From an optimization exercise on the open Yosys and OpenROAD flow, aimed at small area, a short achievable clock period and few clock cycles per item; shortcuts taken in it are not production practice. RTL that was checked went through simulation tests only; none was proved equivalent to the original. Function not checked in runs 3 and 4: the RTL went through the layout flow alone. No activity file was given, so power comes from the tool's default toggle rates.

==> flow/design.v (outline; a module is shown in full before it is edited, if it fits) <==
// module pid_mac: 2939 lines
// module pid_core_mc: 250 lines
module pid_core_mc #(
  parameter int N_CH      = 8,
  parameter int W_CH      = 3,
  parameter int W_IN      = 18,
  parameter int W_OUT     = 32,
  parameter int W_EP      = 16,
  parameter int LIM_SHIFT = 16
) (
  input  logic                    clk_in,
  input  logic                    reset_n_in,
  input  logic signed [W_IN-1:0]  data_in,
  input  logic [W_CH-1:0]         data_chan_in,
  input  logic                    data_valid_in,
  output logic                    data_ready_out,
  input  logic                    param_wr_in,
  input  logic [W_CH-1:0]         param_chan_in,
  input  logic [2:0]              param_addr_in,
  input  logic signed [W_EP-1:0]  param_data_in,
  input  logic                    update_en_in,
  input  logic                    update_in,
  input  logic                    clear_in,
  input  logic [W_CH-1:0]         clear_chan_in,
  output logic signed [W_OUT-1:0] data_out,
  output logic [W_CH-1:0]         data_chan_out,
  output logic                    data_valid_out
);
  // ...
==> flow/flow/run.sh <==
#!/bin/bash
set -euo pipefail
bash standard.sh SETUP_SLACK_MARGIN=8.5 finish > standard_flow.log 2>&1
==> flow/standard.sh <==
#!/bin/bash
# synth_recipe.tcl (not shown) runs the flow's synth.tcl, then flattens the netlist and writes it again
# the make line also repeats each setting of config.mk as NAME=value (left out here)
make -C /OpenROAD-flow-scripts/flow DESIGN_CONFIG=/design/flow/config.mk WORK_HOME=/design/flow/orfs CLKGATE_MAP_FILE= SYNTH_SCRIPT=/design/flow/synth_recipe.tcl "${@:-finish}"
==> flow/config.mk <==
export PLATFORM = sky130hd
export DESIGN_NAME = pid_core_mc
export DESIGN_NICKNAME = pid_core_mc
export VERILOG_FILES = /design/flow/design.v
export SDC_FILE = /design/flow/constraint.sdc
export NUM_CORES = 4
export LEC_CHECK = 0
export ABC_CLOCK_PERIOD_IN_PS = 6000
export CAP_MARGIN = 20
export CORE_MARGIN = 2
export CORE_UTILIZATION = 40
export SLEW_MARGIN = 20
==> flow/constraint.sdc <==
create_clock -name core_clock -period 15.0 [get_ports {clk_in}]
set_input_delay 3.0000 -clock core_clock [delete_from_list [all_inputs] [get_ports {clk_in}]]
set_output_delay 3.0000 -clock core_clock [all_outputs]
set_load 0.01 [all_outputs]
==> run_results.csv, run 1 <==
group,metric,value,unit
synthesis,synth_common_cells,"edfxtp_1 (2096), a22oi_1 (860), a21o_1 (814), inv_1 (553), fa_1 (532)",
run_status,outcome,"complete, no violations",
synthesis,syn_avg_cell_area,13.99,um^2
timing,timing.hold.ws,0.3163,ns
detailed_routing,drtIter0Drc,9982,
detailed_routing,wl_per_cell,30.85,um
synthesis,yosys.cell_count.top_type,"edfxtp_1",
finish,nNonClkBuffers,330,
finish,inv_count,553,
clocking,cts-root-buf,"clkbuf_16",
power_and_ir_drop,p_seq_frac,0.504,
critical_path,start_kind,"register",
clocking,cts_resized,54,
timing,hold_viol,0,
critical_path,cp_num_buf_inv,3,
grt,met2_usage,0.3963,
finish,finalNetCount,9341,
place,pre_cts_ws,6.915,ns
critical_path,max_stage_delay,0.53,ns
floorplanning,io_pins,90,
clocking,cts_sinks,2619,
synthesis,yosys-top-cells-area,"edfxtp_1 (53%), fa_1 (8.9%), dfxtp_1 (8.7%), a22oi_1 (5.4%), a21o_1 (5.1%)",
place,placed_area,125200,um^2
finish,sh_seq_area,0.5443,
critical_path,crit_end,"data_out[31]",
critical_path,regToRegSetupSlack,8.59,ns
critical_path,r2r_cells,23,
timing,slew_headroom,0.1562,
synthesis,seq_area_frac_synth,0.6134,
detailed_routing,vias,76530,
floorplanning,nWellTaps,3939,
clocking,clk_pin_slew,0.06,ns
critical_path,r2r_end,"data_out[31]",
finish,seq_cells,2619,
finish,multi_input_cells,4788,
finish,dominant_cells,"sequential cells",
power_and_ir_drop,peakVddDrop,0.1224,mV
critical_path,required,15.70,ns
critical_path,cp_top_family,"simple AND/OR/NAND/NOR gates",
detailed_routing,route.antenna.remaining_nets,0,
detailed_routing,firstDrtPassIters,6,
Testbench counts, summed over its fixed seeds: cycles 6,432, items 6,400.
==> inputs of run 2 (changes only) <==
==> flow/flow/run.sh (replaced) <==
#!/bin/bash
set -euo pipefail
bash standard.sh SETUP_SLACK_MARGIN=8.8 finish > standard_flow.log 2>&1
--- a/flow/config.mk
+++ b/flow/config.mk
@@ -8,5 +8,6 @@
 export ABC_CLOCK_PERIOD_IN_PS = 6000
 export CAP_MARGIN = 20
 export CORE_MARGIN = 2
-export CORE_UTILIZATION = 40
+export CORE_UTILIZATION = 55
+export CTS_BUF_LIST = sky130_fd_sc_hd__clkbuf_8
 export SLEW_MARGIN = 20
==> run_results.csv, run 2 <==
group,metric,value,unit
power_and_ir_drop,power_leakage,49.94,nW
synthesis,yosys-top-cells-area,"edfxtp_1 (53%), fa_1 (8.9%), dfxtp_1 (8.7%), a22oi_1 (5.4%), a21o_1 (5.1%)",
critical_path,worstPathCellList,"buf_12 -> mux2_4 -> fa_1 -> ha_4 -> fa_2 -> a21oi_4 -> o22ai_4 -> o31ai_4 -> o31a_1 -> o21ai_2 -> a2111oi_4 -> o41ai_2 -> xor2_1 -> buf_4 -> ha_4 -> nand2_4 -> or3_4 -> or4_4 -> o211a_4 -> or4b_4 -> o21ai_4 -> buf_12 -> mux2_2",
min_path,hold_class,"register to register",
timing,rsz0062_at_grt,"yes",
timing,hold_viol,0,
place,place_congestion,0.9421,
synthesis,synth_cells,8555,
place,dpl.hpwl,254200,um
synthesis,syn_avg_cell_area,13.99,um^2
synthesis,synth_area_leader_cell,"edfxtp_1",
timing,worst_pin_slew,1.208,ns
timing,tns,0,ns
synthesis,synth_nets,9329,
finish,drive_above_1_share,0.1138,
detailed_routing,drtIter0Drc,9245,
clocking,cts_sinks,2619,
synthesis,seq_area_frac_synth,0.6134,
clocking,cts_made_buffers,427,
synthesis,yosysWarnings,1,
timing,period_minus_slack,6.281,ns
floorplanning,chipWidth,470.5,um
critical_path,slowest_stage,"or4b_4",
synthesis,synth_edf_count,2096,
grt,grt_antenna_before_repair,15,
critical_path,max_stage_delay,0.50,ns
grt,grt_max_degree,182,
timing,slew_headroom,0.1935,
grt,grt.overflow.total,0,
finish,final_core_util,0.6146,
detailed_routing,wl_per_cell,33.32,um
synthesis,ys.flop_type,"edfxtp_1",
critical_path,cp-startpoint,"d_fwd",
detailed_routing,vias_per_cell,6.384,
finish,largest_reg_flops,256,
synthesis,ys_ff_latch,2619,
place,port_buffers,89,
detailed_routing,drc,0,
critical_path,crit_fanout,8,
clocking,cts-root-buf,"clkbuf_8",
critical_path,r2r_cells,23,
finish,top_register,"u_h",
critical_path,start_kind,"register",
finish,reg.largest.list,"u_h: 256 flops, e1_h: 152 flops, e2_h: 152 flops",
min_path,hp-start,"c_mx[7]",
timing,setup_violations,0,
power_and_ir_drop,peakVddDrop,0.1136,mV
clocking,clk_pin_slew,0.07,ns
synthesis,yosys.cell_count.top_type,"edfxtp_1",
clocking,clockBufferDepth,4,
finish,finalNetCount,9538,
clocking,cts_tree,"done",
floorplanning,coreArea,216700,um^2
detailed_routing,firstDrtPassIters,6,
floorplanning,start_util,0.5521,
floorplanning,rows,171,
finish,layout_common_cells,"edfxtp_1 (2096), a22oi_1 (860), a21o_1 (814)",
detailed_routing,route.antenna.remaining_nets,0,
synthesis,yosysTopAreaCellShare,0.5260,
critical_path,worstSetupPathType,"register to register",
grt,grt_pass1_vias,76150,
critical_path,critPathCaptureType,"register",
floorplanning,die_area,221300,um^2
synthesis,async_flop_share,0,
timing,fin_worst_skew,0.1062,ns
detailed_routing,finalWirelength,398700,um
floorplanning,die_y,470.5,um
timing,fin_crit_sh,0.4188,
finish,final_common_cell,"edfxtp_1",
power_and_ir_drop,powerDensity,123.1,nW/um^2
grt,grt_pass1_wl,560800,um
finish,area_delta_synth_final,11.31,%
clocking,cts_max_level,5,
synthesis,syn_area,119700,um^2
critical_path,r2r_start,"d_fwd",
clocking,clk_latency,1.15,ns
run_status,outcome,"complete, no violations",
timing,maxSlewViolCount,0,
place,dp_cells,11150,
timing,fmax,159.2,MHz
critical_path,worstPathArrival,7.26,ns
synthesis,ys_types,73,
min_path,worstHoldPathCells,0,
grt,track_usage,0.3574,
synthesis,synth_common_cells,"edfxtp_1 (2096), a22oi_1 (860), a21o_1 (814), inv_1 (553), fa_1 (532)",
finish,finalNonFillerCells,11970,
clocking,hold_buffers,0,
job,max_cap_violations,0,
critical_path,required,15.98,ns
detailed_routing,vias,76390,
floorplanning,io_pins,90,
run 2: changes by cell type in the layout (fill, tap and decap cells not counted), sizes merged:
cell	before	now
inv	559	719
clkbuf	358	463
buf	241	287
bufinv	20	9
diode	11	22
clkinv	101	110
clkinvlp	10	8
dlygate4sd2	1	0
run 2: worst max-delay path, delay by kind of cell (launching register included):
family	cells	cell delay, ns
compound gates	9	1.89
xor+xnor	1	0.18
buf+inv	3	0.46
mux	2	0.64
fa+ha+maj	4	1.30
simple gates	4	1.30
flops	1	0.37
run 2: where the power goes:
part | switching (mW) | leakage [nW] | internal [mW]
Combinational | 1.38 | 21.7 | 0.752
Clock | 2.79 | 4.62 | 2.98
Sequential | 0.302 | 23.6 | 8.20
Total | 4.47 | 49.9 | 11.9
run 2: cell families (layout without fill, tap and decap cells):
kind of cell | Yosys count | in the layout | share of synthesized area
AND/OR/NAND/NOR | 969 | 970 | 0.03979
buffers and inverters | 1149 | 1683 | 0.03626
AO/OA/AOI/OAI | 2382 | 2382 | 0.1478
XOR/XNOR | 615 | 615 | 0.04513
flip-flops | 2619 | 2619 | 0.6134
adder cells (fa/ha/maj) | 721 | 721 | 0.1088
other | 0 | 22 | 0
multiplexers | 100 | 100 | 0.008793
run 2: repair_timing:
item                                    4_1_cts  5_1_grt
pin swaps                                    39       42
endpoints found under the setup margin       67       51
buffers inserted                             20       16
cloned                                        4        1
gates resized for setup                      88       69
run 2: layer usage:
| metal | vias up | share of wire | global-route usage |
|---|---|---|---|
| met5 | - | 0.00016 | 0 |
| li1 | 32080 | - | - |
| met1 | 39300 | 0.38 | 0.4627 |
| met2 | 4122 | 0.47 | 0.5727 |
| met3 | 888 | 0.092 | 0.08231 |
| met4 | 8 | 0.052 | 0.1703 |
run 2: path summary, 6_finish.rpt:
kind | slack [ns] | end
worst max-delay path | 8.72 | data_out[31]
worst min-delay path | 0.29 | d_mx[7]
worst max register to register | 8.72 | data_out[31]
worst min register to register | 0.29 | d_mx[7]
run 2: layout make-up:
class                           instances  area [um^2]
Inverter                              553         2078
Multi-Input combinational cell       4788        42930
Timing Repair Buffer                  375         3293
Clock buffer                          462         6359
Antenna cell                           22        55.05
Fill cell                           16830        83530
Clock inverter                        293         1481
Sequential cell                      2619        73440
Tap cell                             2854         3571
run 2: through the flow:
stage               area [um^2]  worst slack, ns  power (mW)  hold WS, ns
CTS                      132700            8.612       16.34       0.2928
finish                   133200            8.719       16.40       0.2920
global placement         124100            6.905       10.42       0.3114
global route             133200            8.478       16.90       0.3019
floorplan                119700            5.151       9.542       0.3096
detailed placement       124100            7.012       10.45       0.3121
==> module pid_core_mc, before the edit <==
module pid_core_mc #(
  parameter int N_CH      = 8,
  parameter int W_CH      = 3,
  parameter int W_IN      = 18,
  parameter int W_OUT     = 32,
  parameter int W_EP      = 16,
  parameter int LIM_SHIFT = 16
) (
  input  logic                    clk_in,
  input  logic                    reset_n_in,
  input  logic signed [W_IN-1:0]  data_in,
  input  logic [W_CH-1:0]         data_chan_in,
  input  logic                    data_valid_in,
  output logic                    data_ready_out,
  input  logic                    param_wr_in,
  input  logic [W_CH-1:0]         param_chan_in,
  input  logic [2:0]              param_addr_in,
  input  logic signed [W_EP-1:0]  param_data_in,
  input  logic                    update_en_in,
  input  logic                    update_in,
  input  logic                    clear_in,
  input  logic [W_CH-1:0]         clear_chan_in,
  output logic signed [W_OUT-1:0] data_out,
  output logic [W_CH-1:0]         data_chan_out,
  output logic                    data_valid_out
);
  localparam int WE = W_IN + 1;    
  localparam int WS = W_OUT + 1;   
  localparam int NP = 6;           
  localparam logic [W_EP-1:0] MN_DEF = {1'b1, {(W_EP-1){1'b0}}};
  logic                   a_vld, a_clr, a_upd, a_wr, a_rst;
  logic signed [W_IN-1:0] a_x;
  logic [W_CH-1:0]        a_ch, a_clr_ch, a_wr_ch;
  logic [N_CH-1:0]        a_oh;
  logic [2:0]             a_wr_addr;
  logic [W_EP-1:0]        a_wr_data;
  assign data_ready_out = reset_n_in;
  logic a_ok;
  assign a_ok = !a_rst;
  always_ff @(posedge clk_in) begin
    a_vld <= data_valid_in;
    a_clr <= clear_in;
    a_upd <= update_in && update_en_in;
    a_wr  <= param_wr_in;
    a_rst <= !reset_n_in;
    a_x       <= data_in;
    a_ch      <= data_chan_in;
    for (int c = 0; c < N_CH; c++) a_oh[c] <= data_chan_in == W_CH'(c);
    a_clr_ch  <= clear_chan_in;
    a_wr_ch   <= param_chan_in;
    a_wr_addr <= param_addr_in;
    a_wr_data <= param_data_in;
  end
  logic [N_CH-1:0][W_EP-1:0] sp_sh, p_sh, i_sh, d_sh, mn_sh, mx_sh;
  logic [N_CH-1:0][W_EP-1:0] sp_ac, p_ac, i_ac, d_ac, mn_ac, mx_ac;
  logic [N_CH-1:0][NP-1:0]   v_sh, v_ac;
  logic [N_CH-1:0]           pol_sh, pol_ac;
  always_ff @(posedge clk_in) begin
    if (a_upd) begin
      sp_ac <= sp_sh; p_ac <= p_sh; i_ac <= i_sh; d_ac <= d_sh;
      mn_ac <= mn_sh; mx_ac <= mx_sh;
    end
    if (a_wr) begin
      case (a_wr_addr)
        pid_mc_pkg::ADDR_SP:  sp_sh[a_wr_ch] <= a_wr_data;
        pid_mc_pkg::ADDR_P:   p_sh[a_wr_ch]  <= a_wr_data;
        pid_mc_pkg::ADDR_I:   i_sh[a_wr_ch]  <= a_wr_data;
        pid_mc_pkg::ADDR_D:   d_sh[a_wr_ch]  <= a_wr_data;
        pid_mc_pkg::ADDR_MIN: mn_sh[a_wr_ch] <= a_wr_data;
        pid_mc_pkg::ADDR_MAX: mx_sh[a_wr_ch] <= a_wr_data;
        default: ;
      endcase
    end
  end
  always_ff @(posedge clk_in) begin
    if (a_rst) begin
      v_sh   <= '0;
      v_ac   <= '0;
      pol_sh <= '0;
      pol_ac <= '0;
    end else begin
      if (a_upd && a_ok) begin
        v_ac   <= v_sh;
        pol_ac <= pol_sh;
      end
      if (a_wr && a_ok) begin
        if (a_wr_addr == pid_mc_pkg::ADDR_POL) pol_sh[a_wr_ch] <= a_wr_data[0];
        else if (a_wr_addr != 3'd7) v_sh[a_wr_ch][a_wr_addr] <= 1'b1;
      end
    end
  end
  logic [N_CH-1:0][WE-1:0] e1_h, e2_h;
  logic [N_CH-1:0]         hz;       
  logic [NP-1:0]          bv;
  logic                   b_pol;
  logic signed [W_EP-1:0] b_sp, b_p, b_i, b_d, b_mn, b_mx;
  logic signed [WE-1:0]   b_e, b_e1, b_e2, b_pos, b_neg;
  logic signed [WE:0]     b_d1;
  logic signed [WE+1:0]   b_d2;
  logic [3*W_EP/2-1:0]    b_bone, b_btwo, b_bneg;
  logic [3*W_EP-1:0]      b_g;
  always_comb begin
    bv    = '0;
    b_pol = 1'b0;
    b_sp  = '0;
    b_p   = '0;
    b_i   = '0;
    b_d   = '0;
    b_mn  = '0;
    b_mx  = '0;
    b_e1  = '0;
    b_e2  = '0;
    for (int c = 0; c < N_CH; c++) begin
      bv    = bv    | ({NP{a_oh[c]}} & v_ac[c]);
      b_pol = b_pol | (a_oh[c] & pol_ac[c]);
      b_sp  = b_sp  | ({W_EP{a_oh[c] & v_ac[c][0]}} & sp_ac[c]);
      b_p   = b_p   | ({W_EP{a_oh[c] & v_ac[c][1]}} & p_ac[c]);
      b_i   = b_i   | ({W_EP{a_oh[c] & v_ac[c][2]}} & i_ac[c]);
      b_d   = b_d   | ({W_EP{a_oh[c] & v_ac[c][3]}} & d_ac[c]);
      b_mn  = b_mn  | ({W_EP{a_oh[c]}} & mn_ac[c]);
      b_mx  = b_mx  | ({W_EP{a_oh[c]}} & mx_ac[c]);
      b_e1  = b_e1  | ({WE{a_oh[c] & !hz[c]}} & e1_h[c]);
      b_e2  = b_e2  | ({WE{a_oh[c] & !hz[c]}} & e2_h[c]);
    end
    if (!bv[4]) b_mn = MN_DEF;
    b_pos = b_pol ? WE'(a_x) : WE'(b_sp);
    b_neg = b_pol ? WE'(b_sp) : WE'(a_x);
    b_e   = b_pos - b_neg;
    b_d1  = (WE+1)'(b_pos) - (WE+1)'(b_neg) - (WE+1)'(b_e1);
    b_d2  = (WE+2)'(b_pos) - (WE+2)'(b_neg) - ((WE+2)'(b_e1) <<< 1) + (WE+2)'(b_e2);
    b_g = {b_d, b_i, b_p};
    for (int r = 0; r < 3*W_EP/2; r++) begin
      logic g2, g1, g0;
      g2 = b_g[(r/(W_EP/2))*W_EP + 2*(r%(W_EP/2)) + 1];
      g1 = b_g[(r/(W_EP/2))*W_EP + 2*(r%(W_EP/2))];
      g0 = (r%(W_EP/2)) == 0 ? 1'b0 : b_g[(r/(W_EP/2))*W_EP + 2*(r%(W_EP/2)) - 1];
      b_bone[r] = g1 ^ g0;
      b_btwo[r] = (g2 & !g1 & !g0) | (!g2 & g1 & g0);
      b_bneg[r] = g2;
    end
  end
  always_ff @(posedge clk_in) begin
    for (int c = 0; c < N_CH; c++) begin
      if (a_vld && a_oh[c]) begin
        e1_h[c] <= b_e;
        e2_h[c] <= b_e1;
      end
    end
  end
  always_ff @(posedge clk_in) begin
    if (a_rst) hz <= '1;
    else begin
      for (int c = 0; c < N_CH; c++) begin
        if (a_vld && a_oh[c]) hz[c] <= 1'b0;
        if (a_clr && a_clr_ch == W_CH'(c)) hz[c] <= 1'b1;
      end
    end
  end
  logic                   c_vld, c_inv, c_mxdef;
  logic [W_CH-1:0]        c_ch;
  logic [3*W_EP/2-1:0]    c_one, c_two, c_neg;
  logic signed [WE:0]     c_d1;
  logic signed [WE-1:0]   c_e;
  logic signed [WE+1:0]   c_d2;
  logic signed [W_EP-1:0] c_mn, c_mx;
  logic                   c_hz;
  always_ff @(posedge clk_in) begin
    c_vld   <= a_vld && a_ok;
    c_ch    <= a_ch;
    c_hz    <= |(a_oh & hz);
    c_one   <= b_bone;
    c_two   <= b_btwo;
    c_neg   <= b_bneg;
    c_e     <= b_e;
    c_d1    <= b_d1;
    c_d2    <= b_d2;
    c_mn    <= b_mn;
    c_mx    <= b_mx;
    c_mxdef <= !bv[5];
    c_inv   <= bv[5] && (b_mn > b_mx);
  end
  logic [WS-1:0] c_sa, c_sb;
  pid_mac u_mac_i (
    .one(c_one), .two(c_two), .neg(c_neg),
    .d1(c_d1), .e0(c_e), .d2(c_d2),
    .sum_a(c_sa), .sum_b(c_sb)
  );
  logic [N_CH-1:0][W_OUT-1:0] u_h;
  logic [N_CH-1:0]        c_oh;
  logic [W_OUT-1:0]       c_up;
  logic                   c_hit;
  logic                   e_vld;     
  always_comb begin
    for (int c = 0; c < N_CH; c++) c_oh[c] = c_ch == W_CH'(c);
    c_hit = e_vld && a_ok && data_chan_out == c_ch;
    c_up  = '0;
    for (int c = 0; c < N_CH; c++) c_up = c_up | ({W_OUT{c_oh[c]}} & u_h[c]);
    if (c_hit) c_up = data_out;
    if (c_hz)  c_up = '0;
  end
  logic                   d_vld, d_fwd, d_inv, d_mxdef;
  logic [W_CH-1:0]        d_ch;
  logic [WS-1:0]          d_sa, d_sb;
  logic signed [W_EP-1:0] d_mn, d_mx;
  logic [W_OUT-1:0]       d_up;
  always_ff @(posedge clk_in) begin
    d_vld   <= c_vld && a_ok;
    d_ch    <= c_ch;
    d_fwd   <= d_vld && a_ok && d_ch == c_ch && !c_hz;
    d_up    <= c_up;
    d_inv   <= c_inv;
    d_mxdef <= c_mxdef;
    d_mn    <= c_mn;
    d_mx    <= c_mx;
    d_sa    <= c_sa;
    d_sb    <= c_sb;
  end
  logic signed [W_OUT-1:0]    d_u, d_lo, d_hi;
  logic [WS-1:0]              d_s, d_upx, d_cs, d_cc;
  logic signed [W_OUT-1:0]    d_upv;
  logic signed [WS-LIM_SHIFT-1:0] d_shi, d_m;
  logic                       d_gt, d_lt;
  always_comb begin
    d_upv = d_fwd ? data_out : d_up;
    d_upx = WS'(d_upv);
    d_cs  = d_upx ^ d_sa ^ d_sb;
    d_cc  = {((d_upx[WS-2:0] & d_sa[WS-2:0]) | (d_upx[WS-2:0] & d_sb[WS-2:0]) |
              (d_sa[WS-2:0] & d_sb[WS-2:0])), 1'b0};
    d_s   = d_cs + d_cc;
    d_shi = d_s[WS-1:LIM_SHIFT];
    d_m  = d_mxdef ? (WS-LIM_SHIFT)'({1'b0, {(W_EP-1){1'b1}}}) : (WS-LIM_SHIFT)'(d_mx);
    d_lt = d_shi < (WS-LIM_SHIFT)'(d_mn);
    d_gt = d_shi > d_m || (!d_mxdef && d_shi == d_m && |d_s[LIM_SHIFT-1:0]);
    d_lo = {d_mn, {LIM_SHIFT{1'b0}}};
    d_hi = d_mxdef ? {1'b0, {(W_OUT-1){1'b1}}} : {d_mx, {LIM_SHIFT{1'b0}}};
    if (d_inv || d_gt) d_u = d_hi;
    else if (d_lt)     d_u = d_lo;
    else               d_u = d_s[W_OUT-1:0];
  end
  always_ff @(posedge clk_in) begin
    for (int c = 0; c < N_CH; c++)
      if (e_vld && data_chan_out == W_CH'(c)) u_h[c] <= data_out;
  end
  assign data_valid_out = e_vld && a_ok;
  always_ff @(posedge clk_in) begin
    e_vld         <= d_vld && a_ok;
    data_out      <= d_u;
    data_chan_out <= d_ch;
  end
endmodule
==> inputs of run 3 (changes only) <==
--- a/flow/design.v
+++ b/flow/design.v
@@ -2983,13 +2983,11 @@
   logic [2:0]             a_wr_addr;
   logic [W_EP-1:0]        a_wr_data;
   assign data_ready_out = reset_n_in;
-  logic a_ok;
-  assign a_ok = !a_rst;
   always_ff @(posedge clk_in) begin
-    a_vld <= data_valid_in;
-    a_clr <= clear_in;
-    a_upd <= update_in && update_en_in;
-    a_wr  <= param_wr_in;
+    a_vld <= reset_n_in && data_valid_in;
+    a_clr <= reset_n_in && clear_in;
+    a_upd <= reset_n_in && update_in && update_en_in;
+    a_wr  <= reset_n_in && param_wr_in;
     a_rst <= !reset_n_in;
     a_x       <= data_in;
     a_ch      <= data_chan_in;
@@ -3027,11 +3025,11 @@
       pol_sh <= '0;
       pol_ac <= '0;
     end else begin
-      if (a_upd && a_ok) begin
+      if (a_upd) begin
         v_ac   <= v_sh;
         pol_ac <= pol_sh;
       end
-      if (a_wr && a_ok) begin
+      if (a_wr) begin
         if (a_wr_addr == pid_mc_pkg::ADDR_POL) pol_sh[a_wr_ch] <= a_wr_data[0];
         else if (a_wr_addr != 3'd7) v_sh[a_wr_ch][a_wr_addr] <= 1'b1;
       end
@@ -3113,7 +3111,8 @@
   logic signed [W_EP-1:0] c_mn, c_mx;
   logic                   c_hz;
   always_ff @(posedge clk_in) begin
-    c_vld   <= a_vld && a_ok;
+    if (!reset_n_in) c_vld <= 1'b0;
+    else             c_vld <= a_vld;
     c_ch    <= a_ch;
     c_hz    <= |(a_oh & hz);
     c_one   <= b_bone;
@@ -3137,10 +3136,9 @@
   logic [N_CH-1:0]        c_oh;
   logic [W_OUT-1:0]       c_up;
   logic                   c_hit;
-  logic                   e_vld;     
   always_comb begin
     for (int c = 0; c < N_CH; c++) c_oh[c] = c_ch == W_CH'(c);
-    c_hit = e_vld && a_ok && data_chan_out == c_ch;
+    c_hit = data_valid_out && data_chan_out == c_ch;
     c_up  = '0;
     for (int c = 0; c < N_CH; c++) c_up = c_up | ({W_OUT{c_oh[c]}} & u_h[c]);
     if (c_hit) c_up = data_out;
@@ -3152,9 +3150,10 @@
   logic signed [W_EP-1:0] d_mn, d_mx;
   logic [W_OUT-1:0]       d_up;
   always_ff @(posedge clk_in) begin
-    d_vld   <= c_vld && a_ok;
+    if (!reset_n_in) d_vld <= 1'b0;
+    else             d_vld <= c_vld;
     d_ch    <= c_ch;
-    d_fwd   <= d_vld && a_ok && d_ch == c_ch && !c_hz;
+    d_fwd   <= d_vld && d_ch == c_ch && !c_hz;
     d_up    <= c_up;
     d_inv   <= c_inv;
     d_mxdef <= c_mxdef;
@@ -3165,12 +3164,10 @@
   end
   logic signed [W_OUT-1:0]    d_u, d_lo, d_hi;
   logic [WS-1:0]              d_s, d_upx, d_cs, d_cc;
-  logic signed [W_OUT-1:0]    d_upv;
   logic signed [WS-LIM_SHIFT-1:0] d_shi, d_m;
   logic                       d_gt, d_lt;
   always_comb begin
-    d_upv = d_fwd ? data_out : d_up;
-    d_upx = WS'(d_upv);
+    d_upx = WS'($signed(d_fwd ? data_out : d_up));
     d_cs  = d_upx ^ d_sa ^ d_sb;
     d_cc  = {((d_upx[WS-2:0] & d_sa[WS-2:0]) | (d_upx[WS-2:0] & d_sb[WS-2:0]) |
               (d_sa[WS-2:0] & d_sb[WS-2:0])), 1'b0};
@@ -3187,11 +3184,11 @@
   end
   always_ff @(posedge clk_in) begin
     for (int c = 0; c < N_CH; c++)
-      if (e_vld && data_chan_out == W_CH'(c)) u_h[c] <= data_out;
+      if (data_valid_out && data_chan_out == W_CH'(c)) u_h[c] <= data_out;
   end
-  assign data_valid_out = e_vld && a_ok;
   always_ff @(posedge clk_in) begin
-    e_vld         <= d_vld && a_ok;
+    if (!reset_n_in) data_valid_out <= 1'b0;
+    else             data_valid_out <= d_vld;
     data_out      <= d_u;
     data_chan_out <= d_ch;
   end
==> flow/flow/run.sh (replaced) <==
#!/bin/bash
set -euo pipefail
bash standard.sh SETUP_SLACK_MARGIN=8.5 finish > standard_flow.log 2>&1
--- a/flow/config.mk
+++ b/flow/config.mk
@@ -8,6 +8,5 @@
 export ABC_CLOCK_PERIOD_IN_PS = 6000
 export CAP_MARGIN = 20
 export CORE_MARGIN = 2
-export CORE_UTILIZATION = 55
-export CTS_BUF_LIST = sky130_fd_sc_hd__clkbuf_8
+export CORE_UTILIZATION = 40
 export SLEW_MARGIN = 20
==> run_results.csv, run 3 <==
group,metric,value,unit
power_and_ir_drop,finalPower,16.91,mW
clocking,cts_sinks,2619,
timing,hold_viol,0,
run_status,outcome,"complete, no violations",
floorplanning,chipWidth,550.7,um
power_and_ir_drop,peakVddDrop,0.09388,mV
power_and_ir_drop,p_sw,4.219,mW
place,place_congestion,0.9299,
floorplanning,rows,200,
timing,rsz0062_at_grt,"no",
timing,timing.hold.ws,0.3263,ns
finish,layout_common_cells,"edfxtp_1 (2096), a22oi_1 (863), a21o_1 (806)",
critical_path,start_kind,"input pin",
critical_path,crit_cells,2,
grt,grt.overflow.total,0,
min_path,hp-start,"c_mx[11]",
synthesis,synth_common_cells,"edfxtp_1 (2096), a22oi_1 (863), a21o_1 (806), inv_1 (550), fa_1 (532)",
floorplanning,io_pins,90,
synthesis,syn_area,119600,um^2
critical_path,cp_num_buf_inv,2,
critical_path,required,12.00,ns
clocking,hold_buffers,0,
synthesis,yosysWarnings,1,
synthesis,yosys-top-cells-area,"edfxtp_1 (53%), fa_1 (8.9%), dfxtp_1 (8.8%), a22oi_1 (5.4%), a21o_1 (5.1%)",
synthesis,syn_avg_cell_area,14.01,um^2
power_and_ir_drop,p_seq_frac,0.502,
timing,slew_headroom,0.1759,
power_and_ir_drop,switching_share,0.2494,
critical_path,slowest_stage,"clkdlybuf4s15_2",
critical_path,r2r_end,"c_d1[18]",
power_and_ir_drop,clkPwrFrac,0.406,
synthesis,async_flop_share,0,
synthesis,ys_ff_latch,2619,
synthesis,yosys.cell_count.top_type,"edfxtp_1",
synthesis,synth_nets,9307,
timing,tns,0,ns
synthesis,synth_area_leader_cell,"edfxtp_1",
timing,maxSlewViolCount,0,
grt,grt_antenna_before_repair,27,
critical_path,regToRegSetupSlack,8.76,ns
detailed_routing,firstDrtPassIters,6,
clocking,cts_made_buffers,278,
detailed_routing,vias,74830,
clocking,clk_pin_slew,0.06,ns
critical_path,critPathCaptureType,"primary output",
finish,largest_reg_flops,256,
grt,grt_pass1_vias,75350,
synthesis,synth_edf_count,2096,
power_and_ir_drop,powerDensity,125.7,nW/um^2
synthesis,yosysTopAreaCellShare,0.5264,
critical_path,r2r_start,"a_oh[7]",
clocking,clk_latency,0.90,ns
grt,grt_max_degree,169,
critical_path,worstPathCellList,"buf_2 -> clkdlybuf4s15_2",
critical_path,cp-startpoint,"reset_n_in",
detailed_routing,route.antenna.remaining_nets,0,
critical_path,crit_end,"data_ready_out",
min_path,hold_class,"register to register",
synthesis,seq_area_frac_synth,0.6140,
grt,grt_pass1_wl,542300,um
detailed_routing,drc,0,
finish,drive_above_1_share,0.08725,
detailed_routing,drtIter0Drc,8582,
critical_path,cp_top_family,"buffers and inverters",
critical_path,worstPathArrival,3.41,ns
timing,setup_violations,0,
timing,fin_crit_sh,0.4273,
detailed_routing,vias_per_cell,5.893,
finish,final_common_cell,"edfxtp_1",
detailed_routing,finalWirelength,380500,um
critical_path,crit_fanout,9,
power_and_ir_drop,power_leakage,49.11,nW
synthesis,ys.flop_type,"edfxtp_1",
timing,period_minus_slack,6.409,ns
grt,track_usage,0.2472,
clocking,cts-root-buf,"clkbuf_16",
critical_path,r2r_cells,17,
timing,worst_pin_slew,1.234,ns
job,max_cap_violations,0,
finish,top_register,"u_h",
finish,area_delta_synth_final,12.52,%
finish,fillerInstances,26090,
floorplanning,coreArea,297000,um^2
timing,fin_worst_skew,0.08633,ns
power_and_ir_drop,p_comb_frac,0.092,
finish,reg.largest.list,"u_h: 256 flops, e1_h: 152 flops, e2_h: 152 flops",
clocking,cts_tree,"done",
floorplanning,die_y,550.7,um
finish,finalNetCount,9301,
detailed_routing,wl_per_cell,29.97,um
power_and_ir_drop,internal-power,12.69,mW
floorplanning,die_area,303300,um^2
synthesis,ys_types,72,
synthesis,synth_cells,8533,
place,port_buffers,89,
critical_path,max_stage_delay,0.25,ns
clocking,cts_max_level,5,
floorplanning,start_util,0.4025,
clocking,clockBufferDepth,4,
place,dpl.hpwl,241200,um
timing,fmax,156.0,MHz
critical_path,worstSetupPathType,"input pin to primary output",
-- run 3: cell types whose count changed after synthesis, moves of 5 or more --
cell / before / now
nor2_1: 387 / 370
clkbuf_1: 508 / 513
o21bai_1: 15 / 4
a21o_1: 814 / 806
nand3_1: 48 / 53
buf_1: 79 / 71
mux2i_1: 59 / 73
o21ai_1: 6 / 1
a21oi_1: 159 / 152
nand2_1: 167 / 177
-- run 3: how the worst min path moves through the flow --
| stage | end | cells after the start |
|---|---|---|
| after floorplan | c_ch[0] | 0 |
| after global placement | d_mx[15] | 0 |
| after detailed placement | d_mx[11] | 0 |
| after CTS | d_mx[7] | 0 |
| after global routing | d_mn[1] | 0 |
| final | d_mx[11] | 0 |
-- run 3: logic make-up after synthesis --
logic type	count (synthesis)	synth area share
AO/OA/AOI/OAI	2345	0.1458
AND/OR/NAND/NOR	985	0.04071
adder cells (fa/ha/maj)	721	0.1089
multiplexers	110	0.009597
flip-flops	2619	0.6140
buffers and inverters	1140	0.03600
XOR/XNOR	613	0.04502
-- run 3: repair_timing --
| item | CTS | global route |
|---|---|---|
| cloned | 3 | 1 |
| setup endpoints to repair | 36 | 38 |
| gates resized for setup | 31 | 21 |
| pin swaps | 6 | 8 |
| buffers inserted | 5 | 4 |
-- run 3: per-stage QoR --
stage          utilization  instances  worst slack [ns]  instance area (um^2)
2_1_floorplan            -       8533             8.391                119600
3_3_place_gp        0.4210      12170             7.409                125100
3_5_place_dp        0.4211      12170             7.370                125100
4_1_cts             0.4522      12680             8.509                134300
5_1_grt             0.4528      12690             8.491                134500
6_report            0.4529      12700             8.591                134500
-- run 3: cell type report --
| class | instances | area (um^2) | area share |
|---|---|---|---|
| flip-flops and latches | 2619 | 73450 | 0.5459 |
| multi-input cells | 4774 | 42320 | 0.3146 |
| clock buffers | 369 | 7655 | 0.05690 |
| well taps | 3939 | 4928 | 0.03663 |
| repair buffers | 304 | 2734 | 0.02032 |
| inverters | 550 | 2064 | 0.01535 |
| clock inverters | 129 | 1349 | 0.01003 |
| diodes | 14 | 35.03 | 0.0002604 |
-- run 3: power by group through the flow --
stage / Combinational [mW] / Clock [mW] / Sequential (mW)
after floorplan: 0.848 / 0 / 8.46
after global placement: 1.39 / 0 / 8.61
after detailed placement: 1.40 / 0 / 8.63
after CTS: 1.53 / 6.94 / 8.47
after global routing: 1.66 / 7.21 / 8.51
final: 1.56 / 6.86 / 8.49
-- run 3: metal layers --
layer | share of wire | vias up | track usage
li1 | - | 31560 | -
met2 | 0.45 | 3821 | 0.3892
met4 | 0.054 | 14 | 0.1204
met1 | 0.40 | 38530 | 0.3222
met5 | 0.00025 | - | 0
met3 | 0.095 | 905 | 0.05700
-- run 3: worst reg2reg max path: stages (launching register included) --
cell and delay (ns):
dfxtp_2 0.32, buf_4 0.41, and2_1 0.41, buf_4 0.41, a22oi_1 0.19, and4_1 0.55, o21ai_0 0.57, fa_1 0.51
ha_1 0.34, a21oi_1 0.29, o21ai_0 0.17, a2111o_1 0.45, a31oi_1 0.47, a2111oi_0 0.27, o21a_1 0.24, o21a_1 0.18
o211ai_1 0.20, xnor2_1 0.14
==> inputs of run 4 (changes only) <==
--- a/flow/config.mk
+++ b/flow/config.mk
@@ -8,5 +8,6 @@
 export ABC_CLOCK_PERIOD_IN_PS = 6000
 export CAP_MARGIN = 20
 export CORE_MARGIN = 2
-export CORE_UTILIZATION = 40
+export CORE_UTILIZATION = 55
+export CTS_BUF_LIST = sky130_fd_sc_hd__clkbuf_8
 export SLEW_MARGIN = 20
==> run_results.csv, run 4 <==
group,metric,value,unit
run_status,outcome,"complete, no violations",
critical_path,worstSetupPathType,"input pin to primary output",
timing,slew_headroom,0.1426,
critical_path,required,12.00,ns
clocking,cts-root-buf,"clkbuf_8",
finish,drive_above_1_share,0.1053,
place,placed_area,124000,um^2
grt,track_usage,0.3635,
finish,reg.largest.list,"u_h: 256 flops, e1_h: 152 flops, e2_h: 152 flops",
detailed_routing,wl_per_cell,33.98,um
min_path,hold_class,"register to register",
timing,worst_pin_slew,1.284,ns
detailed_routing,firstDrtPassIters,6,
timing,rsz0062_at_grt,"no",
grt,grt.overflow.total,0,
synthesis,seq_area_frac_synth,0.6140,
synthesis,synth_cells,8533,
critical_path,cp_num_buf_inv,2,
floorplanning,start_util,0.5522,
floorplanning,die_area,221100,um^2
critical_path,crit_fanout,9,
critical_path,r2r_start,"a_oh[2]",
critical_path,cp_top_family,"buffers and inverters",
detailed_routing,met1Wirelength,153000,um
finish,final_common_cell,"edfxtp_1",
timing,fin_worst_skew,0.1335,ns
critical_path,crit_end,"data_ready_out",
finish,top_register,"u_h",
clocking,cts_max_level,5,
clocking,cts_tree,"done",
min_path,hp-start,"c_mn[8]",
critical_path,crit_cells,2,
timing,maxSlewViolCount,0,
finish,layout_common_cells,"edfxtp_1 (2096), a22oi_1 (863), a21o_1 (806)",
synthesis,yosysWarnings,1,
critical_path,regToRegSetupSlack,8.73,ns
job,max_cap_violations,0,
critical_path,worstPathCellList,"buf_2 -> clkdlybuf4s15_2",
synthesis,synth_area_leader_cell,"edfxtp_1",
critical_path,worstPathArrival,3.41,ns
grt,grt_antenna_before_repair,16,
clocking,cts_made_buffers,425,
synthesis,syn_area,119600,um^2
synthesis,ys.flop_type,"edfxtp_1",
clocking,cts_sinks,2619,
synthesis,ys_types,72,
timing,period_minus_slack,6.408,ns
place,port_buffers,89,
critical_path,r2r_end,"c_d2[20]",
power_and_ir_drop,peakVddDrop,0.1193,mV
detailed_routing,route.antenna.remaining_nets,0,
critical_path,max_stage_delay,0.24,ns
critical_path,start_kind,"input pin",
synthesis,ys_ff_latch,2619,
detailed_routing,wl_met3,39630,um
timing,fin_crit_sh,0.4272,
detailed_routing,drtIter0Drc,9206,
floorplanning,rows,171,
finish,area_delta_synth_final,10.75,%
synthesis,synth_nets,9307,
floorplanning,die_y,470.2,um
synthesis,synth_edf_count,2096,
critical_path,critPathCaptureType,"primary output",
critical_path,slowest_stage,"clkdlybuf4s15_2",
critical_path,cp-startpoint,"reset_n_in",
synthesis,yosys-top-cells-area,"edfxtp_1 (53%), fa_1 (8.9%), dfxtp_1 (8.8%), a22oi_1 (5.4%), a21o_1 (5.1%)",
critical_path,r2r_cells,24,
timing,hold_viol,0,
detailed_routing,vias,76440,
finish,largest_reg_flops,256,
synthesis,async_flop_share,0,
clocking,clockBufferDepth,4,
detailed_routing,finalWirelength,405200,um
place,dpl.hpwl,259900,um
detailed_routing,vias_per_cell,6.411,
synthesis,yosysTopAreaCellShare,0.5264,
grt,grt_pass1_vias,76220,
timing,fmax,156.0,MHz
grt,grt_max_degree,171,
clocking,clk_latency,1.15,ns
timing,tns,0,ns
detailed_routing,dr_wl_met2,190200,um
clocking,clk_pin_slew,0.05,ns
finish,fin_area,132400,um^2
synthesis,syn_avg_cell_area,14.01,um^2
floorplanning,io_pins,90,
synthesis,synth_common_cells,"edfxtp_1 (2096), a22oi_1 (863), a21o_1 (806), inv_1 (550), fa_1 (532)",
floorplanning,coreArea,216500,um^2
power_and_ir_drop,power_leakage,49.62,nW
synthesis,yosys.cell_count.top_type,"edfxtp_1",
power_and_ir_drop,powerDensity,121.0,nW/um^2
place,place_congestion,0.9607,
finish,finalNetCount,9484,
floorplanning,chipWidth,470.2,um
detailed_routing,dr.max_layer_used,"met5",
timing,setup_violations,0,
grt,grt_pass1_wl,568300,um
detailed_routing,drc,0,
-- run 4: kinds of logic after synthesis --
family / synth area share
DFF: 0.6140
AOI/OAI and AO/OA: 0.1458
buffers and inverters: 0.03600
and+or+nand+nor: 0.04071
adders and majority gates: 0.1089
xor gates and xnor gates: 0.04502
muxes: 0.009597
-- run 4: metrics by stage --
step	total power, mW	cells	hold WS (ns)	worst slack (ns)	util
final	16.02	11920	0.3229	8.592	0.6115
after global routing	16.49	11910	0.3224	8.534	0.6114
after CTS	16.05	11900	0.3219	8.506	0.6106
after detailed placement	10.14	11120	0.3121	7.760	0.5725
after global placement	10.12	11120	0.3129	7.787	0.5724
after floorplan	9.305	8533	0.3096	8.391	-
-- run 4: worst min-delay path by stage --
stage | end | slack [ns] | cells past startpoint
floorplan | c_ch[0] | 0.31 | 0
global placement | d_mx[10] | 0.31 | 0
detailed placement | d_mx[0] | 0.31 | 0
CTS | d_mn[14] | 0.32 | 0
global route | d_mn[8] | 0.32 | 0
finish | d_mn[8] | 0.32 | 0
-- run 4: timing repair --
item / 4_1_cts / 5_1_grt
gates cloned: 3 / 0
endpoints found under the setup margin: 34 / 37
resized for setup: 31 / 15
pin swaps: 4 / 7
buffers inserted: 5 / 10
hold buffers: 0 / 0
-- run 4: where the power goes --
part	switching (mW)	total (mW)	leakage, nW	internal [mW]
clock network	2.84	5.86	4.70	3.03
registers	0.327	8.46	23.5	8.13
logic	1.12	1.70	21.5	0.577
-- run 4: routing by layer --
layer | GRT usage | up-vias
li1 | - | 31910
met1 | 0.4674 | 39170
met2 | 0.5820 | 4395
met3 | 0.08670 | 962
met4 | 0.1765 | 12
met5 | 0.001730 | -
-- run 4: final cells by class --
| cell class | instances | area (um^2) |
|---|---|---|
| antenna | 16 | 40.04 |
| clock buffer | 467 | 6427 |
| clock inverter | 303 | 1555 |
| fill | 16790 | 84110 |
| inverter | 550 | 2064 |
| multi-input combinational | 4774 | 42380 |
| sequential | 2619 | 73450 |
| tap | 2854 | 3571 |
| timing repair buffer | 340 | 2920 |
==> inputs of run 5 (changes only) <==
--- a/flow/design.v
+++ b/flow/design.v
@@ -2979,19 +2979,23 @@
   logic                   a_vld, a_clr, a_upd, a_wr, a_rst;
   logic signed [W_IN-1:0] a_x;
   logic [W_CH-1:0]        a_ch, a_clr_ch, a_wr_ch;
-  logic [N_CH-1:0]        a_oh;
+  logic [N_CH-1:0]        a_oh;      
+  logic [N_CH-1:0]        a_ohv;     
   logic [2:0]             a_wr_addr;
   logic [W_EP-1:0]        a_wr_data;
   assign data_ready_out = reset_n_in;
+  logic a_ok;
+  assign a_ok = !a_rst;
   always_ff @(posedge clk_in) begin
-    a_vld <= reset_n_in && data_valid_in;
-    a_clr <= reset_n_in && clear_in;
-    a_upd <= reset_n_in && update_in && update_en_in;
-    a_wr  <= reset_n_in && param_wr_in;
+    a_vld <= data_valid_in;
+    a_clr <= clear_in;
+    a_upd <= update_in && update_en_in;
+    a_wr  <= param_wr_in;
     a_rst <= !reset_n_in;
     a_x       <= data_in;
     a_ch      <= data_chan_in;
     for (int c = 0; c < N_CH; c++) a_oh[c] <= data_chan_in == W_CH'(c);
+    for (int c = 0; c < N_CH; c++) a_ohv[c] <= data_valid_in && data_chan_in == W_CH'(c);
     a_clr_ch  <= clear_chan_in;
     a_wr_ch   <= param_chan_in;
     a_wr_addr <= param_addr_in;
@@ -3025,11 +3029,11 @@
       pol_sh <= '0;
       pol_ac <= '0;
     end else begin
-      if (a_upd) begin
+      if (a_upd && a_ok) begin
         v_ac   <= v_sh;
         pol_ac <= pol_sh;
       end
-      if (a_wr) begin
+      if (a_wr && a_ok) begin
         if (a_wr_addr == pid_mc_pkg::ADDR_POL) pol_sh[a_wr_ch] <= a_wr_data[0];
         else if (a_wr_addr != 3'd7) v_sh[a_wr_ch][a_wr_addr] <= 1'b1;
       end
@@ -3045,8 +3049,10 @@
   logic signed [WE+1:0]   b_d2;
   logic [3*W_EP/2-1:0]    b_bone, b_btwo, b_bneg;
   logic [3*W_EP-1:0]      b_g;
+  logic                   b_hz;
   always_comb begin
     bv    = '0;
+    b_hz  = 1'b0;
     b_pol = 1'b0;
     b_sp  = '0;
     b_p   = '0;
@@ -3058,16 +3064,23 @@
     b_e2  = '0;
     for (int c = 0; c < N_CH; c++) begin
       bv    = bv    | ({NP{a_oh[c]}} & v_ac[c]);
+      b_hz  = b_hz  | (a_ohv[c] & hz[c]);
       b_pol = b_pol | (a_oh[c] & pol_ac[c]);
-      b_sp  = b_sp  | ({W_EP{a_oh[c] & v_ac[c][0]}} & sp_ac[c]);
-      b_p   = b_p   | ({W_EP{a_oh[c] & v_ac[c][1]}} & p_ac[c]);
-      b_i   = b_i   | ({W_EP{a_oh[c] & v_ac[c][2]}} & i_ac[c]);
-      b_d   = b_d   | ({W_EP{a_oh[c] & v_ac[c][3]}} & d_ac[c]);
+      b_sp  = b_sp  | ({W_EP{a_oh[c]}} & sp_ac[c]);
+      b_p   = b_p   | ({W_EP{a_oh[c]}} & p_ac[c]);
+      b_i   = b_i   | ({W_EP{a_oh[c]}} & i_ac[c]);
+      b_d   = b_d   | ({W_EP{a_oh[c]}} & d_ac[c]);
       b_mn  = b_mn  | ({W_EP{a_oh[c]}} & mn_ac[c]);
       b_mx  = b_mx  | ({W_EP{a_oh[c]}} & mx_ac[c]);
-      b_e1  = b_e1  | ({WE{a_oh[c] & !hz[c]}} & e1_h[c]);
-      b_e2  = b_e2  | ({WE{a_oh[c] & !hz[c]}} & e2_h[c]);
+      b_e1  = b_e1  | ({WE{a_ohv[c]}} & e1_h[c]);
+      b_e2  = b_e2  | ({WE{a_ohv[c]}} & e2_h[c]);
     end
+    b_sp = b_sp & {W_EP{bv[0]}};
+    b_p  = b_p  & {W_EP{bv[1]}};
+    b_i  = b_i  & {W_EP{bv[2]}};
+    b_d  = b_d  & {W_EP{bv[3]}};
+    b_e1 = b_e1 & {WE{!b_hz}};
+    b_e2 = b_e2 & {WE{!b_hz}};
     if (!bv[4]) b_mn = MN_DEF;
     b_pos = b_pol ? WE'(a_x) : WE'(b_sp);
     b_neg = b_pol ? WE'(b_sp) : WE'(a_x);
@@ -3087,7 +3100,7 @@
   end
   always_ff @(posedge clk_in) begin
     for (int c = 0; c < N_CH; c++) begin
-      if (a_vld && a_oh[c]) begin
+      if (a_ohv[c]) begin
         e1_h[c] <= b_e;
         e2_h[c] <= b_e1;
       end
@@ -3097,7 +3110,7 @@
     if (a_rst) hz <= '1;
     else begin
       for (int c = 0; c < N_CH; c++) begin
-        if (a_vld && a_oh[c]) hz[c] <= 1'b0;
+        if (a_ohv[c]) hz[c] <= 1'b0;
         if (a_clr && a_clr_ch == W_CH'(c)) hz[c] <= 1'b1;
       end
     end
@@ -3111,10 +3124,9 @@
   logic signed [W_EP-1:0] c_mn, c_mx;
   logic                   c_hz;
   always_ff @(posedge clk_in) begin
-    if (!reset_n_in) c_vld <= 1'b0;
-    else             c_vld <= a_vld;
+    c_vld   <= a_vld && a_ok;
     c_ch    <= a_ch;
-    c_hz    <= |(a_oh & hz);
+    c_hz    <= b_hz;
     c_one   <= b_bone;
     c_two   <= b_btwo;
     c_neg   <= b_bneg;
@@ -3136,9 +3148,10 @@
   logic [N_CH-1:0]        c_oh;
   logic [W_OUT-1:0]       c_up;
   logic                   c_hit;
+  logic                   e_vld;     
   always_comb begin
     for (int c = 0; c < N_CH; c++) c_oh[c] = c_ch == W_CH'(c);
-    c_hit = data_valid_out && data_chan_out == c_ch;
+    c_hit = e_vld && a_ok && data_chan_out == c_ch;
     c_up  = '0;
     for (int c = 0; c < N_CH; c++) c_up = c_up | ({W_OUT{c_oh[c]}} & u_h[c]);
     if (c_hit) c_up = data_out;
@@ -3150,10 +3163,9 @@
   logic signed [W_EP-1:0] d_mn, d_mx;
   logic [W_OUT-1:0]       d_up;
   always_ff @(posedge clk_in) begin
-    if (!reset_n_in) d_vld <= 1'b0;
-    else             d_vld <= c_vld;
+    d_vld   <= c_vld && a_ok;
     d_ch    <= c_ch;
-    d_fwd   <= d_vld && d_ch == c_ch && !c_hz;
+    d_fwd   <= d_vld && a_ok && d_ch == c_ch && !c_hz;
     d_up    <= c_up;
     d_inv   <= c_inv;
     d_mxdef <= c_mxdef;
@@ -3163,32 +3175,43 @@
     d_sb    <= c_sb;
   end
   logic signed [W_OUT-1:0]    d_u, d_lo, d_hi;
-  logic [WS-1:0]              d_s, d_upx, d_cs, d_cc;
-  logic signed [WS-LIM_SHIFT-1:0] d_shi, d_m;
+  logic [WS-1:0]              d_upx, d_cs, d_cc, d_nvl, d_nvg;
+  logic signed [W_OUT-1:0]    d_upv;
+  logic [WS:0]                d_y, d_zl, d_zg;
   logic                       d_gt, d_lt;
+  function automatic logic [WS:0] csa_sum(input logic [WS-1:0] x, y, z);
+    csa_sum = {1'b0, x ^ y ^ z};
+  endfunction
+  function automatic logic [WS:0] csa_carry(input logic [WS-1:0] x, y, z, input logic cin);
+    csa_carry = {(x & y) | (x & z) | (y & z), cin};
+  endfunction
   always_comb begin
-    d_upx = WS'($signed(d_fwd ? data_out : d_up));
+    d_upv = d_fwd ? data_out : d_up;
+    d_upx = WS'(d_upv);
     d_cs  = d_upx ^ d_sa ^ d_sb;
     d_cc  = {((d_upx[WS-2:0] & d_sa[WS-2:0]) | (d_upx[WS-2:0] & d_sb[WS-2:0]) |
               (d_sa[WS-2:0] & d_sb[WS-2:0])), 1'b0};
-    d_s   = d_cs + d_cc;
-    d_shi = d_s[WS-1:LIM_SHIFT];
-    d_m  = d_mxdef ? (WS-LIM_SHIFT)'({1'b0, {(W_EP-1){1'b1}}}) : (WS-LIM_SHIFT)'(d_mx);
-    d_lt = d_shi < (WS-LIM_SHIFT)'(d_mn);
-    d_gt = d_shi > d_m || (!d_mxdef && d_shi == d_m && |d_s[LIM_SHIFT-1:0]);
-    d_lo = {d_mn, {LIM_SHIFT{1'b0}}};
-    d_hi = d_mxdef ? {1'b0, {(W_OUT-1){1'b1}}} : {d_mx, {LIM_SHIFT{1'b0}}};
+    d_nvl = {d_mn[W_EP-1], ~d_mn, {LIM_SHIFT{1'b1}}};
+    d_nvg = d_mxdef ? {2'b00, {(WS-2){1'b1}}}
+                    : {d_mx[W_EP-1], ~d_mx, {(LIM_SHIFT-1){1'b1}}, 1'b0};
+    d_y   = {1'b0, d_cs} + {1'b0, d_cc};
+    d_zl  = csa_sum(d_cs, d_cc, d_nvl) + csa_carry(d_cs, d_cc, d_nvl, 1'b1);
+    d_zg  = csa_sum(d_cs, d_cc, d_nvg) + csa_carry(d_cs, d_cc, d_nvg, 1'b1);
+    d_lt  = (d_zl[WS] ^ d_zl[WS-1]) == (d_y[WS] ^ d_y[WS-1]);
+    d_gt  = (d_zg[WS] ^ d_zg[WS-1]) != (d_y[WS] ^ d_y[WS-1]);
+    d_lo  = {d_mn, {LIM_SHIFT{1'b0}}};
+    d_hi  = d_mxdef ? {1'b0, {(W_OUT-1){1'b1}}} : {d_mx, {LIM_SHIFT{1'b0}}};
     if (d_inv || d_gt) d_u = d_hi;
     else if (d_lt)     d_u = d_lo;
-    else               d_u = d_s[W_OUT-1:0];
+    else               d_u = d_y[W_OUT-1:0];
   end
   always_ff @(posedge clk_in) begin
     for (int c = 0; c < N_CH; c++)
-      if (data_valid_out && data_chan_out == W_CH'(c)) u_h[c] <= data_out;
+      if (e_vld && data_chan_out == W_CH'(c)) u_h[c] <= data_out;
   end
+  assign data_valid_out = e_vld && a_ok;
   always_ff @(posedge clk_in) begin
-    if (!reset_n_in) data_valid_out <= 1'b0;
-    else             data_valid_out <= d_vld;
+    e_vld         <= d_vld && a_ok;
     data_out      <= d_u;
     data_chan_out <= d_ch;
   end
==> flow/flow/run.sh (replaced) <==
#!/bin/bash
set -euo pipefail
bash standard.sh SETUP_SLACK_MARGIN=8.85 "BUFFER_PORTS_ARGS=-buffer_cell sky130_fd_sc_hd__buf_4" finish > standard_flow.log 2>&1
==> run_results.csv, run 5 <==
group,metric,value,unit
timing,slew_headroom,0.2135,
detailed_routing,firstDrtPassIters,7,
timing,period_minus_slack,6.203,ns
clocking,hold_buffers,0,
synthesis,syn_area,121800,um^2
finish,layout_common_cells,"edfxtp_1 (2096), nand2_1 (1201), a22oi_1 (953)",
finish,top_register,"u_h",
place,dpl.hpwl,250900,um
detailed_routing,vias,78320,
timing,timing.hold.ws,0.2568,ns
synthesis,synth_area_leader_cell,"edfxtp_1",
timing,maxSlewViolCount,0,
timing,fmax,161.2,MHz
critical_path,worstPathCellList,"buf_8 -> buf_6",
run_status,outcome,"complete, no violations",
synthesis,synth_common_cells,"edfxtp_1 (2096), nand2_1 (1206), a22oi_1 (953), inv_1 (663), fa_1 (566)",
synthesis,ys_ff_latch,2627,
grt,grt_pass1_vias,78600,
synthesis,synth-adder-area-share,0.1157,
clocking,clk_latency,1.16,ns
detailed_routing,met1Wirelength,150000,um
place,placed_area,125700,um^2
clocking,cts-root-buf,"clkbuf_8",
power_and_ir_drop,finalPower,17.11,mW
grt,grt_antenna_before_repair,17,
critical_path,r2r_cells,19,
synthesis,async_flop_share,0,
synthesis,synthSimpleGateAreaFrac,0.06793,
critical_path,r2r_start,"a_oh[1]",
floorplanning,start_util,0.5539,
floorplanning,chipWidth,474.6,um
detailed_routing,wl_per_cell,29.88,um
detailed_routing,wl_met3,31380,um
finish,largest_reg_flops,256,
synthesis,ys.flop_type,"edfxtp_1",
power_and_ir_drop,power_leakage,50.64,nW
detailed_routing,drc,0,
detailed_routing,drtIter0Drc,8826,
place,dp_cells,11920,
critical_path,worstSetupPathType,"input pin to primary output",
finish,drive_above_1_share,0.1023,
critical_path,required,12.00,ns
synthesis,synth-compound-area-share,0.1168,
critical_path,crit_fanout,2,
critical_path,cp_num_buf_inv,2,
synthesis,synth_mux_area_frac,0.01150,
critical_path,start_kind,"input pin",
power_and_ir_drop,powerDensity,127.5,nW/um^2
finish,finalNonFillerCells,12720,
min_path,hp-start,"c_mx[1]",
synthesis,seq_area_frac_synth,0.6039,
detailed_routing,dr.max_layer_used,"met5",
detailed_routing,vias_per_cell,6.159,
timing,fin_worst_skew,0.1472,ns
floorplanning,coreArea,219900,um^2
min_path,worstHoldPathCells,0,
detailed_routing,finalWirelength,380000,um
finish,fin_area,134200,um^2
timing,hold_viol,0,
job,max_cap_violations,0,
synthesis,synth_nets,10150,
synthesis,synth_xor_area_frac,0.04458,
critical_path,cp_top_family,"buffers and inverters",
critical_path,critPathCaptureType,"primary output",
finish,final_common_cell,"edfxtp_1",
timing,worst_pin_slew,1.174,ns
grt,track_usage,0.3377,
timing,rsz0062_at_grt,"yes",
timing,tns,0,ns
synthesis,synth_cells,9310,
synthesis,syn_avg_cell_area,13.09,um^2
place,port_buffers,89,
min_path,holdPathEnd,"d_mx[1]",
critical_path,regToRegSetupSlack,8.86,ns
synthesis,synth_top_family_by_area,"compound AO/OA/AOI/OAI gates",
synthesis,yosys-top-cells-area,"edfxtp_1 (52%), fa_1 (9.3%), dfxtp_1 (8.7%), a22oi_1 (5.9%), nand2_1 (3.7%)",
detailed_routing,dr_wl_met2,173900,um
timing,setup_violations,0,
min_path,hold_class,"register to register",
power_and_ir_drop,peakVddDrop,0.1028,mV
floorplanning,die_area,225300,um^2
critical_path,max_stage_delay,0.11,ns
grt,grt_max_degree,162,
finish,finalNetCount,10240,
floorplanning,io_pins,90,
critical_path,worstPathArrival,3.20,ns
clocking,cts_sinks,2627,
clocking,cts_tree,"done",
finish,area_delta_synth_final,10.18,%
synthesis,yosys.cell_count.top_type,"edfxtp_1",
grt,grt.overflow.total,0,
grt,grt_pass1_wl,549700,um
critical_path,r2r_end,"c_d2[20]",
synthesis,ys_types,82,
clocking,clockBufferDepth,4,
floorplanning,die_y,474.6,um
synthesis,synth_edf_count,2096,
place,place_congestion,0.9697,
detailed_routing,route.antenna.remaining_nets,0,
floorplanning,rows,172,
finish,reg.largest.list,"u_h: 256 flops, e1_h: 152 flops, e2_h: 152 flops",
synthesis,yosysTopAreaCellShare,0.5166,
synthesis,yosysWarnings,1,
clocking,cts_max_level,5,
timing,fin_crit_sh,0.4136,
clocking,clk_pin_slew,0.06,ns
clocking,cts_made_buffers,430,
critical_path,slowest_stage,"buf_6",
==> run 5: changes by cell type in the layout (fill, tap and decap cells not counted), moves of 43 or more <==
cell and delta:
nor2_1 -43, nand2_1 +1035, a21o_1 -528, a22o_1 -96
clkdlybuf4s50_1 -87, inv_1 +143, a22oi_1 +90, nand3_1 +43
==> run 5: repair_timing <==
item | CTS | global route
buffers inserted | 2 | 6
setup endpoints to repair | 41 | 87
resized for setup | 9 | 24
pin swaps | 1 | 1
cloned | 0 | 0
==> run 5: cell type report <==
cell class / instances / area [um^2]
timing repair buffer: 275 / 2237
fill: 17400 / 85710
tap: 2958 / 3701
inverter: 664 / 2492
sequential: 2627 / 73640
multi-input combinational: 5402 / 43840
clock inverter: 290 / 1554
antenna: 9 / 22.52
clock buffer: 490 / 6744
==> run 5: layer usage <==
| metal | GRT usage | vias to the layer above |
|---|---|---|
| li1 | - | 33700 |
| met3 | 0.06171 | 954 |
| met5 | 0 | - |
| met4 | 0.1878 | 8 |
| met2 | 0.5267 | 3990 |
| met1 | 0.4494 | 39660 |
==> run 5: worst max path at each step <==
| stage | slack (ns) | depth (start not counted) | to | start |
|---|---|---|---|---|
| final | 8.80 | 2 | data_ready_out | reset_n_in |
| after floorplan | 5.15 | 1 | mn_sh[0] | a_wr_addr[1] |
| after global placement | 8.52 | 19 | c_d2[20] | a_oh[4] |
| after detailed placement | 8.60 | 19 | c_d2[20] | a_oh[4] |
| after CTS | 8.80 | 2 | data_ready_out | reset_n_in |
| after global routing | 8.79 | 2 | data_ready_out | reset_n_in |
==> run 5: report_power, final <==
group	switching (mW)	internal, mW
sequential	0.639	8.27
combinational	1.48	0.710
clock	2.85	3.17
total	4.97	12.1
==> run 5: cells by family (layout without fill, tap and decap cells) <==
logic type,after synthesis,after routing
other,0,9
adder cells (fa/ha/maj),787,787
AND/OR/NAND/NOR,1943,1943
XOR/XNOR,618,618
AO/OA/AOI/OAI,1922,1922
flip-flops,2627,2627
buffers and inverters,1281,1719
multiplexers,132,132
==> run 5: per-stage QoR <==
step                      utilization  setup slack [ns]
final                          0.6103             8.797
after global routing           0.6103             8.791
after CTS                      0.6093             8.798
after detailed placement       0.5713             8.597
after global placement         0.5713             8.522
after floorplan                     -             5.145
==> run 5: worst register-to-register path: stages, from the launching register on <==
cell	delay, ns
dfxtp_4	0.43
buf_4	0.29
a22o_1	0.30
a221oi_1	0.90
a31oi_1	0.37
buf_4	0.26
mux2_2	0.28
fa_1	0.46
fa_1	0.50
inv_1	0.04
ha_1	0.30
a21boi_0	0.16
o21ai_0	0.29
a21oi_2	0.15
o2111ai_1	0.25
nand4_1	0.20
a311oi_2	0.30
o21ai_0	0.14
a21oi_1	0.20
xnor2_1	0.10
Testbench counts of run 5, summed over its fixed seeds: cycles 6,432, items 6,400.
==> inputs of run 6 (changes only) <==
--- a/flow/config.mk
+++ b/flow/config.mk
@@ -9,5 +9,6 @@
 export CAP_MARGIN = 20
 export CORE_MARGIN = 2
 export CORE_UTILIZATION = 55
-export CTS_BUF_LIST = sky130_fd_sc_hd__clkbuf_8
+export CTS_CLUSTER_DIAMETER = 60
+export CTS_CLUSTER_SIZE = 20
 export SLEW_MARGIN = 20
==> run_results.csv, run 6 <==
group,metric,value,unit
synthesis,seq_area_frac_synth,0.6039,
critical_path,r2r_start,"a_oh[5]",
finish,top_register,"u_h",
critical_path,r2r_end,"e1_h[74]",
floorplanning,chipWidth,474.6,um
place,dpl.hpwl,250900,um
clocking,cts_max_level,4,
clocking,clockBufferDepth,3,
synthesis,yosys.cell_count.top_type,"edfxtp_1",
finish,finalNetCount,9985,
finish,layout_common_cells,"edfxtp_1 (2096), nand2_1 (1202), a22oi_1 (953)",
synthesis,ys.flop_type,"edfxtp_1",
critical_path,regToRegSetupSlack,9.03,ns
timing,rsz0062_at_grt,"yes",
timing,maxSlewViolCount,0,
finish,fillerInstances,17450,
critical_path,worstPathCellList,"buf_8 -> buf_6",
power_and_ir_drop,peakVddDrop,0.1229,mV
floorplanning,start_util,0.5539,
detailed_routing,vias_per_cell,6.276,
timing,fin_worst_skew,0.05591,ns
floorplanning,io_pins,90,
timing,fmax,161.2,MHz
grt,grt.overflow.total,0,
synthesis,synth_edf_count,2096,
critical_path,slowest_stage,"buf_6",
finish,final_common_cell,"edfxtp_1",
synthesis,yosys-top-cells-area,"edfxtp_1 (52%), fa_1 (9.3%), dfxtp_1 (8.7%), a22oi_1 (5.9%), nand2_1 (3.7%)",
min_path,holdPathEnd,"d_mn[3]",
grt,track_usage,0.3336,
clocking,clk_latency,0.87,ns
clocking,clk_pin_slew,0.08,ns
detailed_routing,dr.max_layer_used,"met5",
timing,setup_violations,0,
min_path,hold_class,"register to register",
grt,grt_antenna_before_repair,16,
detailed_routing,finalWirelength,375500,um
floorplanning,die_area,225300,um^2
finish,largest_reg_flops,256,
detailed_routing,drc,0,
detailed_routing,drtIter0Drc,8691,
critical_path,r2r_cells,18,
critical_path,crit_fanout,2,
synthesis,synth_common_cells,"edfxtp_1 (2096), nand2_1 (1206), a22oi_1 (953), inv_1 (663), fa_1 (566)",
critical_path,worstSetupPathType,"input pin to primary output",
synthesis,synth_cells,9310,
clocking,cts_sinks,2627,
synthesis,synth_nets,10150,
place,port_buffers,89,
job,max_cap_violations,0,
critical_path,start_kind,"input pin",
critical_path,max_stage_delay,0.11,ns
synthesis,syn_area,121800,um^2
clocking,cts_made_buffers,178,
detailed_routing,vias,76890,
power_and_ir_drop,powerDensity,123.2,nW/um^2
critical_path,cp_top_family,"buffers and inverters",
place,place_congestion,0.9697,
floorplanning,die_y,474.6,um
timing,fin_crit_sh,0.4136,
finish,fin_area,131900,um^2
power_and_ir_drop,power_leakage,48.62,nW
synthesis,ys_ff_latch,2627,
timing,period_minus_slack,6.203,ns
synthesis,async_flop_share,0,
detailed_routing,wl_per_cell,30.65,um
synthesis,yosysWarnings,1,
critical_path,worstPathArrival,3.20,ns
finish,reg.largest.list,"u_h: 256 flops, e1_h: 152 flops, e2_h: 152 flops",
min_path,worstHoldPathCells,0,
detailed_routing,route.antenna.remaining_nets,0,
critical_path,cp_num_buf_inv,2,
place,placed_area,125700,um^2
detailed_routing,dr_wl_met2,173400,um
synthesis,ys_types,82,
clocking,cts_tree,"done",
run_status,outcome,"complete, no violations",
clocking,hold_buffers,0,
timing,hold_viol,0,
floorplanning,rows,172,
grt,grt_max_degree,162,
synthesis,yosysTopAreaCellShare,0.5166,
critical_path,required,12.00,ns
detailed_routing,firstDrtPassIters,8,
detailed_routing,wl_met3,29970,um
grt,grt_pass1_wl,541800,um
synthesis,syn_avg_cell_area,13.09,um^2
min_path,hp-start,"c_mn[3]",
finish,drive_above_1_share,0.07794,
finish,area_delta_synth_final,8.294,%
timing,slew_headroom,0.2024,
grt,grt_pass1_vias,76090,
detailed_routing,met1Wirelength,148700,um
clocking,cts-root-buf,"clkbuf_16",
floorplanning,coreArea,219900,um^2
critical_path,critPathCaptureType,"primary output",
synthesis,synth_area_leader_cell,"edfxtp_1",
timing,worst_pin_slew,1.191,ns
timing,tns,0,ns
run 6: cell counts after synthesis:
No cell type changed its count.
run 6: how the worst max path moves through the flow:
stage,from,endpoint,cells past startpoint
after floorplan,a_wr_addr[1],mn_sh[0],1
after global routing,reset_n_in,data_ready_out,2
after global placement,a_oh[4],c_d2[20],19
after CTS,reset_n_in,data_ready_out,2
final,reset_n_in,data_ready_out,2
after detailed placement,a_oh[4],c_d2[20],19
run 6: report_power, final:
part / switching [mW] / total [mW] / internal [mW]
Clock: 2.64 / 5.19 / 2.55
Combinational: 1.46 / 2.16 / 0.706
Sequential: 0.647 / 8.90 / 8.25
run 6: metrics by stage:
stage | util | instances | hold slack [ns] | total power, mW | setup WS [ns]
final | 0.5999 | 12250 | 0.3258 | 16.25 | 8.797
after global routing | 0.5998 | 12250 | 0.3355 | 16.74 | 8.791
after CTS | 0.5990 | 12240 | 0.3234 | 16.24 | 8.798
after detailed placement | 0.5713 | 11920 | 0.3121 | 11.13 | 8.597
after global placement | 0.5713 | 11920 | 0.3108 | 11.11 | 8.522
after floorplan | - | 9310 | 0.3096 | 10.02 | 5.145
run 6: cell type report:
cell class | count | area [um^2] | share of cell area
sequential | 2627 | 73650 | 0.5582
tap | 2958 | 3701 | 0.02805
clock inverter | 86 | 1122 | 0.008507
timing repair buffer | 272 | 2196 | 0.01664
multi-input combinational | 5402 | 43830 | 0.3322
inverter | 664 | 2492 | 0.01889
antenna | 5 | 12.51 | 0.00009484
clock buffer | 238 | 4930 | 0.03737
run 6: cell families after synthesis:
logic type | Yosys count | share of synthesized area
AOI/OAI and AO/OA | 1922 | 0.1168
adders and majority gates | 787 | 0.1157
xor gates and xnor gates | 618 | 0.04458
buffers and inverters | 1281 | 0.03959
DFF | 2627 | 0.6039
muxes | 132 | 0.01150
and+or+nand+nor | 1943 | 0.06793
run 6: what timing repair did:
action | 4_1_cts | 5_1_grt
gates resized for setup | 8 | 21
pin swaps | 1 | 0
setup buffers | 2 | 5
setup endpoints to repair | 32 | 78
run 6: per-layer routing:
layer | vias to the layer above | global-route usage
li1 | 33050 | -
met1 | 39260 | 0.4497
met2 | 3754 | 0.5256
met3 | 826 | 0.05424
met4 | 8 | 0.1715
met5 | - | 0

Check on run 6: ideal ports give 8.797 ns setup slack; a clkbuf_16 on the clock port and buf_2 on the inputs give 8.749 ns; moving port delays by the midpoint clock arrival (0.945 ns) as well gives 8.749 ns.
